Context: an optimization exercise on an open-source flow, tuned for small area and a short achievable clock period. The choices shown serve that exercise and are no tape-out recipe.
At most, simulation tests tie the RTL to the original design; equivalence was not proved.
The RTL of runs 2 and 3 was laid out without a check of its function.
Power is estimated from default activity; no workload was simulated.

--- design/flow/design.v ---
module imem_prog_store #(
  parameter int                INST_W  = 9,
  parameter int                PC_W    = 8,
  parameter int                ADDR_W  = 8,
  parameter int                NPROG   = 4,
  parameter logic [INST_W-1:0] HALT_OP = '1,
  parameter int                SEL_W   = (NPROG > 1) ? $clog2(NPROG) : 1
) (
  input  logic              CLK,
  input  logic              reset_n,
  input  logic              clr,
  input  logic              ld_start,
  input  logic [SEL_W-1:0]  ld_slot,
  input  logic              ld_valid,
  input  logic [INST_W-1:0] ld_data,
  input  logic              ld_last,
  output logic              ld_ready,
  output logic              ld_err,
  input  logic              fetch_en,
  input  logic [SEL_W-1:0]  prog_sel,
  input  logic [PC_W-1:0]   PC,
  output logic              fetch_rdy,
  output logic [INST_W-1:0] inst,
  output logic              inst_vld
);
  typedef enum logic {IDLE = 1'b0, LOAD = 1'b1} state_t;
  state_t            state, state_nxt;
  logic [INST_W-1:0] mem [2**ADDR_W];
  logic [ADDR_W:0]   fill_ptr;
  logic [NPROG-1:0]  slot_vld;
  logic [ADDR_W-1:0] base [NPROG];
  logic [PC_W:0]     len  [NPROG];
  logic [SEL_W-1:0]  cur_slot;
  logic              full;
  logic              beat;
  logic              len_sat;
  logic              mem_we;
  logic              fetch_hit;
  logic [ADDR_W-1:0] fetch_addr;
  assign full       = fill_ptr[ADDR_W];
  assign beat       = ld_valid && ld_ready;
  assign len_sat    = len[cur_slot][PC_W];
  assign mem_we     = beat && !len_sat && !clr;
  assign fetch_addr = base[prog_sel] + ADDR_W'(PC);
  assign fetch_hit  = slot_vld[prog_sel] && ({1'b0, PC} < len[prog_sel]);
  always_ff @(posedge CLK or negedge reset_n) begin
    if (!reset_n) begin
      state <= IDLE;
    end else begin
      state <= state_nxt;
    end
  end
  always_comb begin
    state_nxt = state;
    if (clr) begin
      state_nxt = IDLE;
    end else begin
      case (state)
        IDLE: if (ld_start) state_nxt = LOAD;
        LOAD: begin
          if (beat && ld_last)          state_nxt = IDLE;
          else if (ld_valid && full)    state_nxt = IDLE;
        end
        default: state_nxt = IDLE;
      endcase
    end
  end
  always_comb begin
    ld_ready  = 1'b0;
    fetch_rdy = 1'b0;
    case (state)
      IDLE:    fetch_rdy = 1'b1;
      LOAD:    ld_ready  = !full;
      default: fetch_rdy = 1'b0;
    endcase
  end
  always_ff @(posedge CLK or negedge reset_n) begin
    if (!reset_n) begin
      fill_ptr <= '0;
      slot_vld <= '0;
      cur_slot <= '0;
      ld_err   <= 1'b0;
      inst     <= HALT_OP;
      inst_vld <= 1'b0;
      for (int i = 0; i < NPROG; i++) begin
        base[i] <= '0;
        len[i]  <= '0;
      end
    end else if (clr) begin
      fill_ptr <= '0;
      slot_vld <= '0;
      inst_vld <= 1'b0;
    end else begin
      inst_vld <= 1'b0;
      case (state)
        IDLE: begin
          if (fetch_en) begin
            inst_vld <= 1'b1;
            inst     <= fetch_hit ? mem[fetch_addr] : HALT_OP;
          end
          if (ld_start) begin
            cur_slot          <= ld_slot;
            slot_vld[ld_slot] <= 1'b0;
            base[ld_slot]     <= fill_ptr[ADDR_W-1:0];
            len[ld_slot]      <= '0;
          end
        end
        LOAD: begin
          if (beat) begin
            if (!len_sat) begin
              fill_ptr      <= fill_ptr + 1'b1;
              len[cur_slot] <= len[cur_slot] + 1'b1;
            end
            if (ld_last) slot_vld[cur_slot] <= 1'b1;
          end else if (ld_valid && full) begin
            ld_err <= 1'b1;
          end
        end
        default: ;
      endcase
    end
  end
  always_ff @(posedge CLK) begin
    if (mem_we) mem[fill_ptr[ADDR_W-1:0]] <= ld_data;
  end
endmodule
--- design/flow/run.sh ---
#!/bin/bash
# synth_recipe.tcl (not shown) runs the flow's synth.tcl, then flattens the netlist and writes it again
# the make line also repeats each setting of config.mk as NAME=value (left out here)
make -C /OpenROAD-flow-scripts/flow DESIGN_CONFIG=/design/flow/config.mk WORK_HOME=/design/flow/orfs CLKGATE_MAP_FILE= SYNTH_SCRIPT=/design/flow/synth_recipe.tcl finish
--- design/flow/config.mk ---
export PLATFORM = sky130hd
export DESIGN_NAME = imem_prog_store
export DESIGN_NICKNAME = imem_prog_store
export VERILOG_FILES = /design/flow/design.v
export SDC_FILE = /design/flow/constraint.sdc
export NUM_CORES = 4
export LEC_CHECK = 0
export CAP_MARGIN = 20
export CORE_MARGIN = 2
export CORE_UTILIZATION = 40
export SLEW_MARGIN = 20
--- design/flow/constraint.sdc ---
create_clock -name core_clock -period 5.5 [get_ports {CLK}]
set_input_delay 1.1000 -clock core_clock [delete_from_list [all_inputs] [get_ports {CLK}]]
set_output_delay 1.1000 -clock core_clock [all_outputs]
set_load 0.01 [all_outputs]
==> run notes, run 1 <==
Layout Cells excl Fill=8606; crit path launch type=primary input; Post-synth EDFFs=2304; critical path cell sequence=clkdlybuf4s50_1, mux4_2, ha_4, fa_4, buf_4, buf_12, buf_12, mux4_2, nand2_1, a21oi_1, nor2_1, o22ai_1, o21ai_0, a311oi_2; asr flop ratio synth=0.0396; clk buf depth=3; cts bufs inserted=233; Netlist cell types=78; Die Width=492 um; Leakage=35.9 nW; Post-Synthesis Cell Area=0.0951 mm^2; final setup fails=0; DR vias/cell=5.68; final setup TNS=0 ps; first-pass GRT wire length=354 mm; commonest non-fill, non-tap cells in the layout=edfxtp_1, mux4_2, buf_4; vias in the first global route=49300; worst min-delay path class=in -> async; routability cong.=0.862; max_slew headroom=0.232; fin crit share=0.907; synth warn=3; # placed instances=8164; worst clock skew=71.0 ps; FILL cells=19400; Multi-input gate area=0.0219 mm^2; Syn Area/Cell=20.3 um^2; GRT Util Overall=0.201; Initial DRC Count=5870; hold buffer count at cts=0; # rows=178; CTS-repair resized insts=0; final setup margin=514 ps; Achievable Freq=0.201 GHz; register area=0.0716 mm^2; post-route minimum period=4990 ps; Post-synth top flop=edfxtp_1; Seq cells post-synth=2399; Syn Inst Count=4682; Worst path slowest cell=fa_4; initial antenna violation count=4; post-DP HPWL=153 mm; Final ANT Viol Nets=0; commonest non-fill, non-tap cell in the layout=edfxtp_1; fin nets=5298; Synth area leader=edfxtp_1; I/O Buffers=40; CTS sink count=2399; Area growth, synth to finish=16.6%; Starting Density=0.403; critical path class=in -> reg; grt ovf=0; DRT Pass-1 Iters=6; post-synthesis net count=4731; clk slew on worst S/H paths=60 ps; largest net degree at the start of global routing=157; placed cell area=0.103 mm^2; DRC Markers=0; kind of end point of the critical path=flip-flop; Critical Path RT=6310 ps; critical path arrival=5800 ps; r2r worst-path depth=13; Area contributors post-synth=edfxtp_1, mux4_2, dfrtp_1, nand2_1, nor2_1; design area=0.111 mm^2; top-area cell type share of the netlist area=0.728; die height=492 um; status=complete, no violations; clock latency on the worst-skew pair=910 ps; dpl ws=-391 ps; Total Wirelength=244 mm; Hold Fails Final Rpt=0; final slew viol count=0; VDD IR max=287 uV; sequential fraction of the synthesis area=0.753; RSZ-0062 raised after global routing=no; I/O pin cnt=41; pwr dens=367 mW/mm^2; Critical Path Fanout Max=44; core area=0.236 mm^2; Setup Buffers After CTS=0; die area=0.242 mm^2; CP max stage delay=860 ps; layout cells sized above 1=0.307; number of max-cap violations=0; CTS tree=yes; total power=40.7 mW; Slew @ Worst Pin=1150 ps; CTS root buf=clkbuf_16; average wire per cell in the routed design=28.4 um; H-tree Lvls=4; routed vias=48900
-- registers in the layout (all words and copies together) (netlist names) --
register,flops
fill_ptr,9
mem,2304
inst,9
inst_vld,1
len,36
cur_slot,2
slot_vld,4
state,1
ld_err,1
base,32
-- per-layer routing --
| layer | GRT usage | vias to the layer above | routed length, um |
|---|---|---|---|
| li1 | - | 20400 | - |
| met1 | 0.291 | 26200 | 103000 |
| met2 | 0.316 | 2004 | 116000 |
| met3 | 0.0325 | 366 | 18500 |
| met4 | 0.0589 | 0 | 6750 |
| met5 | 0 | - | 0 |
-- logic make-up (layout without fill, tap and decap cells) --
group / Yosys count / after routing / share of synthesized area
mux: 728 / 728 / 0.161
xor+xnor: 15 / 15 / 0.00138
buf+inv: 297 / 1066 / 0.0185
simple gates: 909 / 909 / 0.0413
other cells: 0 / 5 / 0
fa+ha+maj: 21 / 21 / 0.00284
compound gates: 313 / 313 / 0.0219
flops: 2399 / 2399 / 0.753
-- final cells by class --
| class | count | area share |
|---|---|---|
| clock buffers | 284 | 0.0548 |
| multi-input cells | 1986 | 0.197 |
| repair buffers | 613 | 0.0512 |
| clock inverters | 153 | 0.0148 |
| well taps | 3150 | 0.0356 |
| flip-flops and latches | 2399 | 0.646 |
| inverters | 16 | 0.000542 |
| diodes | 5 | 0.000113 |
-- power by group --
group	leakage (nW)	switching (mW)	total, mW	internal [mW]
clock	3.73	6.94	16.1	9.15
sequential	22.0	0.0306	20.1	20.1
combinational	10.2	2.41	4.50	2.09
total	35.9	9.38	40.7	31.3
-- path summary, 6_finish.rpt --
check | slack (ps) | startpoint | to
setup reg to reg | 1060 | base[3][0]$_DFFE_PN0P_ | inst[3]$_DFFE_PN1P_
setup / recovery | 510 | prog_sel[1] | inst[3]$_DFFE_PN1P_
hold / removal | 300 | reset_n | len[2][6]$_DFFE_PN0P_
hold reg to reg | 480 | base[2][0]$_DFFE_PN0P_ | base[2][0]$_DFFE_PN0P_
max in group asynchronous | 4140 | reset_n | inst[1]$_DFFE_PN1P_
min in group core_clock | 480 | base[2][0]$_DFFE_PN0P_ | base[2][0]$_DFFE_PN0P_
-- metrics by stage --
stage	hold WS, ps	util
CTS	277	0.470
floorplan	445	-
finish	302	0.470
global route	342	0.470
detailed placement	469	0.437
global placement	463	0.437
-- Yosys cell counts, types with 8 or more instances --
cell type  instances
a21oi_1           97
buf_4             41
mux2_2            66
ha_1              20
buf_6             39
buf_1              8
o211ai_1           8
and3_1            35
nor2b_1            9
a211o_1            8
nand4_1           24
nor2_1           329
o2111ai_1         10
clkbuf_1          94
o21ai_0           49
edfxtp_1        2304
nand2_1          336
mux2i_1           26
buf_2             92
a211oi_1          14
dfrtp_1           86
inv_1             16
xor2_1             8
dfstp_2            9
nand3_1          133
a22oi_1           15
mux4_2           635
nor3_1            11
o22ai_1           14
a31oi_1           19
a32oi_1           11
a311oi_1          14
-- worst max-delay path: cells and delay by family --
| kind | cells | cell delay (ps) |
|---|---|---|
| buf+inv | 4 | 1360 |
| compound gates | 4 | 1190 |
| fa+ha+maj | 2 | 1050 |
| mux | 2 | 860 |
| simple gates | 2 | 180 |
==> inputs of run 2 (changes only) <==
==> design/flow/design.v (replaced) <==
module imem_prog_store #(
  parameter int                INST_W  = 9,
  parameter int                PC_W    = 8,
  parameter int                ADDR_W  = 8,
  parameter int                NPROG   = 4,
  parameter logic [INST_W-1:0] HALT_OP = '1,
  parameter int                SEL_W   = (NPROG > 1) ? $clog2(NPROG) : 1
) (
  input  logic              CLK,
  input  logic              reset_n,
  input  logic              clr,
  input  logic              ld_start,
  input  logic [SEL_W-1:0]  ld_slot,
  input  logic              ld_valid,
  input  logic [INST_W-1:0] ld_data,
  input  logic              ld_last,
  output logic              ld_ready,
  output logic              ld_err,
  input  logic              fetch_en,
  input  logic [SEL_W-1:0]  prog_sel,
  input  logic [PC_W-1:0]   PC,
  output logic              fetch_rdy,
  output logic [INST_W-1:0] inst,
  output logic              inst_vld
);
  logic              state;
  logic [INST_W-1:0] mem [2**ADDR_W];
  logic [ADDR_W:0]   fill_ptr;
  logic [NPROG-1:0]  slot_vld;
  logic [ADDR_W-1:0] base [NPROG];
  logic [PC_W-1:0]   lst  [NPROG];
  logic [PC_W-1:0]   cnt;
  logic [SEL_W-1:0]  cur_slot;
  logic              full;
  logic              beat;
  logic              fetch_hit;
  logic [ADDR_W-1:0] fetch_addr;
  logic [INST_W-1:0] rdata;
  assign full       = fill_ptr[ADDR_W];
  assign fetch_rdy  = !state;
  assign ld_ready   = state && !full;
  assign beat       = ld_valid && ld_ready;
  assign fetch_addr = base[prog_sel] + ADDR_W'(PC);
  assign fetch_hit  = slot_vld[prog_sel] && (PC <= lst[prog_sel]);
  logic [INST_W-1:0] lv1 [64];
  logic [INST_W-1:0] lv2 [16];
  logic [INST_W-1:0] lv3 [4];
  always_comb begin
    for (int k = 0; k < 64; k++) lv1[k] = mem[{k[5:0], fetch_addr[1:0]}];
    for (int k = 0; k < 16; k++) lv2[k] = lv1[{k[3:0], fetch_addr[3:2]}];
    for (int k = 0; k < 4; k++)  lv3[k] = lv2[{k[1:0], fetch_addr[5:4]}];
    rdata = lv3[fetch_addr[7:6]];
  end
  always_ff @(posedge CLK or negedge reset_n) begin
    if (!reset_n) begin
      state    <= 1'b0;
      fill_ptr <= '0;
      slot_vld <= '0;
      ld_err   <= 1'b0;
      inst     <= HALT_OP;
      inst_vld <= 1'b0;
    end else if (clr) begin
      state    <= 1'b0;
      fill_ptr <= '0;
      slot_vld <= '0;
      inst_vld <= 1'b0;
    end else if (!state) begin
      inst_vld <= fetch_en;
      if (fetch_en) inst <= rdata | {INST_W{!fetch_hit}};
      if (ld_start) begin
        state             <= 1'b1;
        slot_vld[ld_slot] <= 1'b0;
      end
    end else begin
      inst_vld <= 1'b0;
      if (beat) begin
        fill_ptr <= fill_ptr + 1'b1;
        if (ld_last) begin
          state              <= 1'b0;
          slot_vld[cur_slot] <= 1'b1;
        end
      end else if (ld_valid) begin
        state  <= 1'b0;
        ld_err <= 1'b1;
      end
    end
  end
  always_ff @(posedge CLK) begin
    if (!clr) begin
      if (!state) begin
        if (ld_start) begin
          cur_slot      <= ld_slot;
          base[ld_slot] <= fill_ptr[ADDR_W-1:0];
          cnt           <= '0;
        end
      end else if (beat) begin
        cnt <= cnt + 1'b1;
        if (ld_last) lst[cur_slot] <= cnt;
      end
    end
  end
  always_ff @(posedge CLK) begin
    if (beat) mem[fill_ptr[ADDR_W-1:0]] <= ld_data;
  end
endmodule
==> run 2 against run 1 <==
Compared with the run above:
- power rose by 1.8%
- sequential share of layout area rose by 1.3 points
- setup slack got worse by 310 ps
- critical path depth rose by 2
- wire length rose by 1.8%
- sequential power barely moved
- via count fell by 2.0%
- worst hold slack improved by 170 ps
- clock power barely moved
- count of clock-buffer cells in the layout rose by 9
- critical endpoint is now inst[6]$_DFFE_PN1P_
==> run notes, run 2 <==
status=complete, no violations; core area=0.233 mm^2; post-DP HPWL=157 mm; routed vias=47900; DRC Markers=0; critical path arrival=6110 ps; DRT Pass-1 Iters=5; worst clock skew=32.9 ps; clk slew on worst S/H paths=70 ps; Crit path max-delay family=compound AO/OA/AOI/OAI gates; dpl ws=-702 ps; Achievable Freq=0.189 GHz; power share of the combinational group=0.125; r2r worst-path depth=15; Post-Synthesis Cell Area=0.0939 mm^2; critical path cell sequence=clkdlybuf4s50_1, mux4_2, ha_4, inv_1, fa_4, buf_12, mux4_2, a2111oi_0, buf_4, a31oi_1, buf_4, a32oi_1, buf_4, a211o_1, a31oi_1, a31o_1; number of max-cap violations=0; Synth area leader=edfxtp_1; worst min-delay path class=reg -> reg; Starting Density=0.403; total power=41.4 mW; Slew @ Worst Pin=1150 ps; average wire per cell in the routed design=29.6 um; Hold Fails Final Rpt=0; kind of end point of the critical path=flip-flop; Die Width=489 um; I/O Buffers=40; Initial DRC Count=5893; synth warn=4; crit path launch type=primary input; die height=489 um; commonest non-fill, non-tap cell in the layout=edfxtp_1; top-area cell type share of the netlist area=0.760; CP Launch Point=prog_sel[0]; max_slew headroom=0.233; pwr dens=379 mW/mm^2; Final Util=0.469; fin nets=5100; post-synthesis net count=4622; CP max stage delay=910 ps; Reg power frac=0.486; vias in the first global route=48200; VDD IR max=325 uV; Post-synth EDFFs=2378; final setup TNS=0 ps; initial antenna violation count=10; critical path class=in -> reg; CTS sink count=2403; Internal=31.5 mW; clock share of power=0.388; FILL cells=19300; clk buf depth=3; max FFs per register=2304; clock latency on the worst-skew pair=880 ps; largest net degree at the start of global routing=177; Critical Path RT=6320 ps; Hold Path Origin=ld_err$_DFFE_PN0P_; CP dominant cell by count=buf_4; fin crit share=0.963; die area=0.239 mm^2; Total Wirelength=248 mm; Cells on Worst Hold Path=1; final setup margin=203 ps; Area growth, synth to finish=16.4%; Setup Buffers After CTS=0; Syn Inst Count=4573; Area contributors post-synth=edfxtp_1, mux4_2, nand2_1, nor2_1, a21oi_1; Syn Area/Cell=20.5 um^2; CTS tree=yes; sw frac=0.240; Seq cells post-synth=2403; Net Switching=9.94 mW; synth cell count leaders=edfxtp_1, mux4_2, nand2_1; Critical Path Fanout Max=8; R2R Path End=inst[6]$_DFFE_PN1P_; layout cells sized above 1=0.289; commonest non-fill, non-tap cells in the layout=edfxtp_1, mux4_2, nand2_1; Post-synth top flop=edfxtp_1; hold endpoint=ld_err$_DFFE_PN0P_; Final ANT Viol Nets=0; WP buf/inv=6; I/O pin cnt=41; Worst path slowest cell=a2111oi_0; cts bufs inserted=230; RSZ-0062 raised after global routing=no; reg-to-reg slack, setup=720 ps; hold buffer count at cts=0; CTS-repair resized insts=0; H-tree Lvls=4; DR vias/cell=5.72; GRT Util Overall=0.208; # rows=177; post-route minimum period=5300 ps; Hold WS=471 ps; CTS root buf=clkbuf_16; asr flop ratio synth=0.0104; most common cell in the synthesized netlist=edfxtp_1; sequential fraction of the synthesis area=0.767; Netlist cell types=68; routability cong.=0.883; final setup fails=0; grt ovf=0; first-pass GRT wire length=357 mm; FF-to-FF Start=base[2][0]$_DFFE_PP_; Leakage=34.8 nW; final slew viol count=0
run 2: changes by cell type after synthesis, moves of 23 or more:
| cell | before | now |
|---|---|---|
| nor2_1 | 329 | 288 |
| a21oi_1 | 97 | 120 |
| nand3_1 | 133 | 82 |
| nand2_1 | 336 | 431 |
| buf_6 | 39 | 5 |
| edfxtp_1 | 2304 | 2378 |
| dfrtp_1 | 86 | 16 |
| mux2_2 | 66 | 2 |
run 2: area by class of cell:
type / instances / area (um^2) / area share
well taps: 3132 / 3920 / 0.0358
clock inverters: 139 / 1500 / 0.0137
diodes: 5 / 12.5 / 0.000114
repair buffers: 511 / 4980 / 0.0455
flip-flops and latches: 2403 / 72000 / 0.659
inverters: 24 / 90.1 / 0.000824
clock buffers: 293 / 6160 / 0.0564
multi-input cells: 1881 / 20700 / 0.189
run 2: logic make-up (layout without fill, tap and decap cells):
kind of cell	after synthesis	count (layout)	synth area share
fa+ha+maj	21	21	0.00288
buf+inv	289	967	0.0147
other cells	0	5	0
xor+xnor	16	16	0.00173
compound gates	289	289	0.0193
mux	646	646	0.154
simple gates	909	909	0.0403
flops	2403	2403	0.767
run 2: worst max-delay path by stage:
stage                                      to  cells past startpoint
after global placement    inst[6]$_DFFE_PN1P_                     16
after CTS                 inst[6]$_DFFE_PN1P_                     16
final                     inst[6]$_DFFE_PN1P_                     16
after global routing      inst[6]$_DFFE_PN1P_                     16
after floorplan           inst[0]$_DFFE_PN1P_                     17
after detailed placement  inst[6]$_DFFE_PN1P_                     16
run 2: power by group through the flow:
stage / Clock [mW] / Sequential, mW / Combinational (mW)
6_report: 16.1 / 20.2 / 5.20
5_1_grt: 17.0 / 20.1 / 5.45
4_1_cts: 16.3 / 20.2 / 5.21
3_5_place_dp: 0 / 20.5 / 5.19
3_3_place_gp: 0 / 20.5 / 5.19
2_1_floorplan: 0 / 20.5 / 2.77
run 2: per-stage QoR:
| step | cell area, um^2 | cells |
|---|---|---|
| CTS | 109000 | 8382 |
| floorplan | 93900 | 4573 |
| global route | 109000 | 8385 |
| finish | 109000 | 8388 |
| global placement | 102000 | 7949 |
| detailed placement | 102000 | 7950 |
run 2: metal layers:
metal,vias up,GRT usage,routed length (um)
met2,2045,0.327,117000
li1,19700,-,-
met5,-,0,16
met3,372,0.0419,20900
met1,25800,0.293,101000
met4,4,0.0704,8720
==> inputs of run 3 (changes only) <==
--- a/design/flow/config.mk
+++ b/design/flow/config.mk
@@ -9,3 +9,6 @@
 export CORE_MARGIN = 2
 export CORE_UTILIZATION = 40
+export CTS_BUF_LIST = sky130_fd_sc_hd__clkbuf_8
+export CTS_CLUSTER_SIZE = 30
+export SETUP_SLACK_MARGIN = 1.5
 export SLEW_MARGIN = 20
==> run 3 against run 2 <==
Compared with the run above:
- still clean on timing, DRC and antenna
- highest routed layer unchanged
- maximum frequency rose by 25%
- sequential share of layout area grew 0.11 points
- count of clock-buffer cells in the layout is 114 higher
- largest cell class unchanged
- utilization down 0.081 points
- global-route usage is 0.59 points higher
- flip-flop and latch count stayed put
- setup slack improved by 1100 ps
- combinational power is 6.9% higher
==> run notes, run 3 <==
I/O pin cnt=41; most common cell in the synthesized netlist=edfxtp_1; final slew viol count=0; final setup fails=0; initial antenna violation count=5; clk buf depth=4; clk slew on worst S/H paths=70 ps; Die Width=489 um; first-pass GRT wire length=365 mm; worst clock skew=91.9 ps; fin crit share=0.771; routed vias=48800; status=complete, no violations; commonest non-fill, non-tap cell in the layout=edfxtp_1; Total Wirelength=256 mm; Syn Inst Count=4573; Post-Synthesis Cell Area=0.0939 mm^2; pwr dens=368 mW/mm^2; commonest non-fill, non-tap cells in the layout=edfxtp_1, mux4_2, clkbuf_8; clock latency on the worst-skew pair=1090 ps; DR vias/cell=5.66; Seq cells post-synth=2403; Critical Path Fanout Max=24; # rows=177; CTS tree=yes; critical path arrival=5250 ps; Post-synth EDFFs=2378; Area contributors post-synth=edfxtp_1, mux4_2, nand2_1, nor2_1, a21oi_1; synth warn=4; die area=0.239 mm^2; CTS sink count=2403; Slew @ Worst Pin=1140 ps; number of max-cap violations=0; DRC Markers=0; critical path class=in -> reg; average wire per cell in the routed design=29.6 um; die height=489 um; Initial DRC Count=6202; post-synthesis net count=4622; Syn Area/Cell=20.5 um^2; Hold WS=418 ps; DRT Pass-1 Iters=5; Area growth, synth to finish=16.2%; Leakage=35.2 nW; largest net degree at the start of global routing=147; GRT Util Overall=0.214; vias in the first global route=49900; post-route minimum period=4240 ps; Hold Fails Final Rpt=0; max FFs per register=2304; Achievable Freq=0.236 GHz; CTS root buf=clkbuf_8; final setup margin=1260 ps; worst min-delay path class=in -> reg; VDD IR max=221 uV; routability cong.=0.887; post-DP HPWL=158 mm; total power=40.2 mW; max_slew headroom=0.240; grt ovf=0; H-tree Lvls=5; top-area cell type share of the netlist area=0.760; dpl ws=-403 ps; asr flop ratio synth=0.0104; Final ANT Viol Nets=0; Synth area leader=edfxtp_1; core area=0.233 mm^2; layout cells sized above 1=0.305; Post-synth top flop=edfxtp_1; crit path launch type=primary input; synth cell count leaders=edfxtp_1, mux4_2, nand2_1; RSZ-0062 raised after global routing=yes; kind of end point of the critical path=flip-flop; sequential fraction of the synthesis area=0.767; Starting Density=0.403; I/O Buffers=40; cts bufs inserted=398; Netlist cell types=68; Critical Path RT=6510 ps; fin nets=5242
-- run 3: path summary, 6_finish.rpt --
kind                                       from                   end  slack [ps]  cells after the start
hold / removal                       ld_data[7]  mem[65][7]$_DFFE_PP_         420                      1
max in group asynchronous               reset_n    inst_vld$_DFF_PN0_        4400                      2
hold reg to reg              ld_err$_DFFE_PN0P_    ld_err$_DFFE_PN0P_         480                      1
setup reg to reg           base[3][0]$_DFFE_PP_   inst[6]$_DFFE_PN1P_        1320                     15
setup / recovery                    prog_sel[1]   inst[5]$_DFFE_PN1P_        1260                     15
min in group asynchronous               reset_n    ld_err$_DFFE_PN0P_         600                      2
-- run 3: kinds of logic after synthesis --
| logic type | after synthesis | share of synthesized area |
|---|---|---|
| compound gates | 289 | 0.0193 |
| mux | 646 | 0.154 |
| flops | 2403 | 0.767 |
| buf+inv | 289 | 0.0147 |
| xor+xnor | 16 | 0.00173 |
| simple gates | 909 | 0.0403 |
| fa+ha+maj | 21 | 0.00288 |
-- run 3: stage by stage --
| stage | util | cells | instance area [um^2] | setup TNS (ps) |
|---|---|---|---|---|
| 2_1_floorplan | - | 4573 | 94200 | 0 |
| 3_3_place_gp | 0.434 | 7904 | 101000 | -2420 |
| 3_5_place_dp | 0.434 | 7904 | 101000 | -2720 |
| 4_1_cts | 0.468 | 8621 | 109000 | 0 |
| 5_1_grt | 0.469 | 8625 | 109000 | 0 |
| 6_report | 0.469 | 8626 | 109000 | 0 |
-- run 3: repair_timing --
action                                  CTS  global route
pin swaps                                27             7
endpoints found under the hold margin    14             0
resized for setup                       126            24
buffers inserted                          8             1
gates cloned                              9             1
endpoints found under the setup margin   89             9
hold buffers                              1             0
-- run 3: worst max-delay path: stages --
cell,delay (ps)
clkdlybuf4s50_1,520
mux4_2,230
ha_4,140
inv_2,40
fa_4,910
buf_12,220
buf_16,200
mux4_2,340
nand2_1,90
a21oi_1,110
o21ai_1,170
buf_4,180
nand4_1,240
a22o_1,340
o32a_1,340
-- run 3: area by class of cell --
type                       count  area (um^2)
antenna                        2         5.00
clock buffer                 407         5600
clock inverter               292         1540
fill                       19500       124000
inverter                      24         90.1
multi-input combinational   1881        21000
sequential                  2403        72000
tap                         3132         3920
timing repair buffer         485         4950
-- run 3: power by group --
part | switching (mW) | internal, mW
combinational | 3.27 | 2.29
sequential | 0.0188 | 20.1
clock | 6.98 | 7.48
-- run 3: metal layers --
layer  up-vias  global-route usage  share of wire
li1      20100                   -              -
met1     26000               0.300           0.41
met2      2335               0.333           0.47
met3       399              0.0512          0.092
met4         2              0.0661          0.028
met5         -                   0       0.000051

-- re-timing with driven ports --
No port has a modelled driver above. Below, the same layouts with a new extraction and two added sets of constraints.
Step 1: set_driving_cell puts a clkbuf_16 on CLK and a buf_2 on each other input, an assumption about the parent block.
Step 2, shift: input delay + t, output delay - t, t = (earliest + latest rising clock arrival at the registers) / 2. This alone moves slack from input paths to output paths.
Three values: no drivers, after step 1, after step 2; two values: the first two.
run | t, ns | setup slack, ns | worst setup path at the end | worst data-port slew with drivers (ns)
run 1 | 0.966 | 0.514 / 0.578 / -0.388 | input to register | 0.09
run 2 | 0.958 | 0.203 / 0.259 / -0.699 | input to register | 0.10
run 3 | 1.140 | 1.258 / 1.298 / 0.158 | input to register | 0.06
Met with ideal ports but missed after step 2: setup timing in run 1 and run 2. For run 3, which loses most, drivers alone change the setup slack by +0.040 ns; drivers and shift together by -1.100 ns.
